This design comes from an exercise in tuning for small area, a short achievable clock period and few clock cycles on the open sky130 flow, not from production work.
Function was checked by simulation only, so behaviour that the tests miss may differ from the original.
Power and IR drop assume default switching activity.

==> wip/quartz <==
==> flow/design.v (excerpt) <==
module mipsPipeline (
    input  logic        clk,
    input  logic        rst,
    input  logic        instrAck,
    input  logic [31:0] instrData,
    output logic        instrReq,
    output logic [31:0] instrAddr,
    output logic        wbValid,
    output logic [4:0]  wbReg,
    output logic [31:0] wbData
);
==> module executeStage, before the edit <==
module executeStage (
    input  logic [31:0]       regA,
    input  logic [31:0]       regB,
    input  logic              eArith,
    input  logic              eInv,
    input  logic              eAnd,
    input  logic              eOr,
    input  logic              eSlt,
    input  logic [7:0]        ldHi,
    input  logic [7:0]        memLo,
    input  logic [63:0]       dmemV,
    input  logic [63:0][31:0] dmem,
    output logic [31:0]       aluRes,
    output logic [31:0]       memRes,
    output logic              eq
);
    logic [31:0] aG;
    logic [31:0] aT;
    logic [31:0] aP;
    logic [32:0] aC;
    logic        aLess;
    logic [31:0] exRest;
    logic [31:0] exArith;
    logic [31:0][63:0] memCol;
    logic [63:0] eLdSel;
    logic [31:0] gl [6];
    logic [31:0] tl [6];
    assign aG = regA & regB;
    assign aT = regA | regB;
    assign aP = regA ^ regB;
    always_comb begin
        gl[0] = aG;
        tl[0] = aT;
        gl[0][0] = aG[0] | (aT[0] & eInv);
        for (int l = 0; l < 5; l++) begin
            for (int i = 0; i < 32; i++) begin
                if (i >= (1 << l)) begin
                    gl[l+1][i] = gl[l][i] | (tl[l][i] & gl[l][i - (1 << l)]);
                    tl[l+1][i] = tl[l][i] & tl[l][i - (1 << l)];
                end else begin
                    gl[l+1][i] = gl[l][i];
                    tl[l+1][i] = tl[l][i];
                end
            end
        end
        aC[0] = eInv;
        for (int i = 0; i < 32; i++) begin
            aC[i+1] = gl[5][i];
        end
    end
    assign aLess = (regA[31] == regB[31]) ? regA[31] : (aP[31] ^ aC[31]);
    for (genvar i = 0; i < 64; i++) begin : g_sel
        assign eLdSel[i] = ldHi[i / 8] & memLo[i % 8] & dmemV[i];
    end
    for (genvar j = 0; j < 32; j++) begin : g_memCol
        for (genvar i = 0; i < 64; i++) begin : g_word
            assign memCol[j][i] = eLdSel[i] & dmem[i][j];
        end
        assign memRes[j] = |memCol[j];
    end
    assign exRest = ({32{eAnd}} & aG) |
                    ({32{eOr}}  & aT) |
                    {31'd0, eSlt & aLess};
    assign exArith = {32{eArith}} & aP;
    for (genvar j = 0; j < 32; j++) begin : g_aluRes
        assign aluRes[j] = aC[j] ? (exRest[j] | (eArith & ~aP[j]))
                                : (exRest[j] | exArith[j]);
    end
    assign eq = regA == regB;
endmodule
Settings: LEC_CHECK=0, CAP_MARGIN=20, CORE_MARGIN=2, CORE_UTILIZATION=55, CTS_CLUSTER_DIAMETER=60, CTS_CLUSTER_SIZE=24, SETUP_SLACK_MARGIN=2.5, SLEW_MARGIN=20; clock period 5.0 ns.
run.sh (not shown) runs the stock make flow with config.mk's settings and CLKGATE_MAP_FILE= SYNTH_SCRIPT=/design/flow/synth_recipe.tcl, a recipe that flattens the netlist after the stock synthesis.
==> wip/raven (differences from wip/quartz) <==
--- a/flow/design.v
+++ b/flow/design.v
@@ -73,14 +73,12 @@
     logic [31:0] aT;
     logic [31:0] aP;
     logic [32:0] aC;
     logic        aLess;
     logic [31:0] exRest;
     logic [31:0] exArith;
-    logic [31:0][63:0] memCol;
-    logic [63:0] eLdSel;
     logic [31:0] gl [6];
     logic [31:0] tl [6];
     assign aG = regA & regB;
     assign aT = regA | regB;
     assign aP = regA ^ regB;
     always_comb begin
@@ -101,20 +99,30 @@
         aC[0] = eInv;
         for (int i = 0; i < 32; i++) begin
             aC[i+1] = gl[5][i];
         end
     end
     assign aLess = (regA[31] == regB[31]) ? regA[31] : (aP[31] ^ aC[31]);
+    logic [63:0]       loSel;
+    logic [7:0][31:0]  grp;
+    logic [31:0][7:0]  grpCol;
     for (genvar i = 0; i < 64; i++) begin : g_sel
-        assign eLdSel[i] = ldHi[i / 8] & memLo[i % 8] & dmemV[i];
+        assign loSel[i] = memLo[i % 8] & dmemV[i];
     end
-    for (genvar j = 0; j < 32; j++) begin : g_memCol
-        for (genvar i = 0; i < 64; i++) begin : g_word
-            assign memCol[j][i] = eLdSel[i] & dmem[i][j];
+    for (genvar h = 0; h < 8; h++) begin : g_grp
+        for (genvar j = 0; j < 32; j++) begin : g_bit
+            logic [7:0] col;
+            for (genvar l = 0; l < 8; l++) begin : g_word
+                assign col[l] = loSel[8 * h + l] & dmem[8 * h + l][j];
+            end
+            assign grp[h][j] = |col;
+            assign grpCol[j][h] = ldHi[h] & grp[h][j];
         end
-        assign memRes[j] = |memCol[j];
+    end
+    for (genvar j = 0; j < 32; j++) begin : g_memRes
+        assign memRes[j] = |grpCol[j];
     end
     assign exRest = ({32{eAnd}} & aG) |
                     ({32{eOr}}  & aT) |
                     {31'd0, eSlt & aLess};
     assign exArith = {32{eArith}} & aP;
     for (genvar j = 0; j < 32; j++) begin : g_aluRes
@@ -124,13 +132,14 @@
     assign eq = regA == regB;
 endmodule
 `default_nettype wire
 `default_nettype none
 module memStage (
     input  logic [7:0]  regA8,
-    input  logic [7:0]  wb8,
+    input  logic [7:0]  wbAlu8,
+    input  logic [7:0]  wbMem8,
     input  logic [7:0]  imm8,
     input  logic        patchA,
     input  logic        isLw,
     input  logic        isSw,
     input  logic        d2V,
     output logic [7:0]  ldHiNext,
@@ -138,13 +147,13 @@
     output logic [7:0]  loNext
 );
     logic [7:0] addrR;
     logic [7:0] addrW;
     logic [5:0] idx;
     assign addrR = regA8 + imm8;
-    assign addrW = wb8 + imm8;
+    assign addrW = (wbAlu8 | wbMem8) + imm8;
     assign idx   = patchA ? addrW[7:2] : addrR[7:2];
     always_comb begin
         for (int k = 0; k < 8; k++) begin
             ldHiNext[k] = isLw & (idx[5:3] == 3'(k));
             swHiNext[k] = d2V & isSw & (idx[5:3] == 3'(k));
             loNext[k]   = idx[2:0] == 3'(k);
@@ -171,12 +180,14 @@
     localparam logic [5:0] opSw    = 6'h2b;
     localparam logic [5:0] fnAdd = 6'h20;
     localparam logic [5:0] fnSub = 6'h22;
     localparam logic [5:0] fnAnd = 6'h24;
     localparam logic [5:0] fnOr  = 6'h25;
     localparam logic [5:0] fnSlt = 6'h2a;
+    logic [31:0] wbAlu;
+    logic [31:0] wbMem;
     logic        reqQ;
     logic [29:0] addrQ;
     logic        pendEQ;
     logic        pendDQ;
     logic        killQ;
     logic [31:0] rawQ;
@@ -382,13 +393,14 @@
             d2V <= rawV & ~takenQ;
         end
     end
     assign baseA = patchA ? wbData : regD;
     memStage u_addr (
         .regA8     (regD[7:0]),
-        .wb8       (wbData[7:0]),
+        .wbAlu8    (wbAlu[7:0]),
+        .wbMem8    (wbMem[7:0]),
         .imm8      (immF[7:0]),
         .patchA    (patchA),
         .isLw      (isLw),
         .isSw      (isSw),
         .d2V       (d2V & ~takenQ),
         .ldHiNext  (ldHiNext),
@@ -441,14 +453,12 @@
         eBeq  <= dynQ;
         ldHi  <= ldHiNext;
         memLo <= loNext;
     end
     logic [31:0] aluRes;
     logic [31:0] memRes;
-    logic [31:0] wbAlu;
-    logic [31:0] wbMem;
     logic        eq;
     executeStage u_ex (
         .regA   (regA),
         .regB   (regB),
         .eArith (eArith),
         .eInv   (eInv),
==> flow/config.mk (replaced) <==
export PLATFORM = sky130hd
export DESIGN_NAME = mipsPipeline
export DESIGN_NICKNAME = mipsPipeline
export VERILOG_FILES = /design/flow/design.v
export SDC_FILE = /design/flow/constraint.sdc
export NUM_CORES = 4
export LEC_CHECK = 0
export CAP_MARGIN = 20
export CORE_MARGIN = 2
export CORE_UTILIZATION = 65
export CTS_CLUSTER_DIAMETER = 60
export CTS_CLUSTER_SIZE = 24
export PLACE_DENSITY = 0.75
export SETUP_SLACK_MARGIN = 2.5
export SLEW_MARGIN = 20
export SYNTH_HIERARCHICAL = 1
==> wip/harbor (differences from wip/quartz) <==
--- a/flow/design.v
+++ b/flow/design.v
@@ -73,14 +73,12 @@
     logic [31:0] aT;
     logic [31:0] aP;
     logic [32:0] aC;
     logic        aLess;
     logic [31:0] exRest;
     logic [31:0] exArith;
-    logic [31:0][63:0] memCol;
-    logic [63:0] eLdSel;
     logic [31:0] gl [6];
     logic [31:0] tl [6];
     assign aG = regA & regB;
     assign aT = regA | regB;
     assign aP = regA ^ regB;
     always_comb begin
@@ -101,20 +99,30 @@
         aC[0] = eInv;
         for (int i = 0; i < 32; i++) begin
             aC[i+1] = gl[5][i];
         end
     end
     assign aLess = (regA[31] == regB[31]) ? regA[31] : (aP[31] ^ aC[31]);
+    logic [63:0]       loSel;
+    logic [7:0][31:0]  grp;
+    logic [31:0][7:0]  grpCol;
     for (genvar i = 0; i < 64; i++) begin : g_sel
-        assign eLdSel[i] = ldHi[i / 8] & memLo[i % 8] & dmemV[i];
+        assign loSel[i] = memLo[i % 8] & dmemV[i];
     end
-    for (genvar j = 0; j < 32; j++) begin : g_memCol
-        for (genvar i = 0; i < 64; i++) begin : g_word
-            assign memCol[j][i] = eLdSel[i] & dmem[i][j];
+    for (genvar h = 0; h < 8; h++) begin : g_grp
+        for (genvar j = 0; j < 32; j++) begin : g_bit
+            logic [7:0] col;
+            for (genvar l = 0; l < 8; l++) begin : g_word
+                assign col[l] = loSel[8 * h + l] & dmem[8 * h + l][j];
+            end
+            assign grp[h][j] = |col;
+            assign grpCol[j][h] = ldHi[h] & grp[h][j];
         end
-        assign memRes[j] = |memCol[j];
+    end
+    for (genvar j = 0; j < 32; j++) begin : g_memRes
+        assign memRes[j] = |grpCol[j];
     end
     assign exRest = ({32{eAnd}} & aG) |
                     ({32{eOr}}  & aT) |
                     {31'd0, eSlt & aLess};
     assign exArith = {32{eArith}} & aP;
     for (genvar j = 0; j < 32; j++) begin : g_aluRes
==> flow/config.mk (replaced) <==
export PLATFORM = sky130hd
export DESIGN_NAME = mipsPipeline
export DESIGN_NICKNAME = mipsPipeline
export VERILOG_FILES = /design/flow/design.v
export SDC_FILE = /design/flow/constraint.sdc
export NUM_CORES = 4
export LEC_CHECK = 0
export CAP_MARGIN = 20
export CORE_MARGIN = 2
export CORE_UTILIZATION = 65
export CTS_CLUSTER_DIAMETER = 60
export CTS_CLUSTER_SIZE = 24
export PLACE_DENSITY = 0.75
export SETUP_SLACK_MARGIN = 3.0
export SLEW_MARGIN = 20
==> comparison <==
Critical path depth: wip/raven < wip/harbor < wip/quartz.
First-iteration DRC count: wip/harbor > wip/quartz > wip/raven.
The lowest register-to-register slack belongs to wip/quartz, the highest to wip/raven.
Against wip/harbor, the combinational power of wip/quartz is smaller by about 30%.
Fmax, highest first: wip/raven, wip/harbor, wip/quartz.
In sequential cell count, wip/quartz and wip/raven do not differ.
Worst hold slack: wip/harbor < wip/raven < wip/quartz.
Setup slack, lowest first: wip/quartz, wip/harbor, wip/raven.
Clock skew: wip/harbor < wip/raven < wip/quartz.
Between wip/harbor and wip/quartz, the lower clock-buffer cell count is in wip/quartz (gap 20).
Against wip/quartz, the design area of wip/harbor is higher by 2.5%.
Testbench counts of wip/quartz, summed over its fixed seeds: cycles 29,060.
Testbench counts of wip/raven, summed over its fixed seeds: cycles 29,060.
Testbench counts of wip/harbor, summed over its fixed seeds: cycles 29,060.

[static timing again, ports no longer ideal]
In the flow no input, the clock included, has a driving cell. The finished layouts below were timed again as built, in two steps.
Step 1 sets driving cells, clkbuf_16 on the clock port and buf_2 on the other inputs (assumed; they add their load-dependent delay and slew).
Step 2 also shifts input and output timing later by t, the mid clock arrival at the registers, as if the neighbouring blocks saw the same clock.
Slacks: ideal / step 1 / step 2; pairs: ideal / step 1.
run | t (ns) | setup slack, ns | slew at the worst register clock pin (ns)
wip/quartz | 0.987 | 1.943 / 1.917 / 1.312 | 0.10 / 0.10
wip/raven | 0.991 | 2.092 / 1.997 / 1.459 | 0.10 / 0.10
wip/harbor | 0.986 | 2.014 / 1.913 / 1.418 | 0.11 / 0.11
After both steps every run listed still meets setup and hold. The setup slack of wip/raven, which loses most, moves by -0.095 ns with the drivers and by -0.633 ns with both steps.
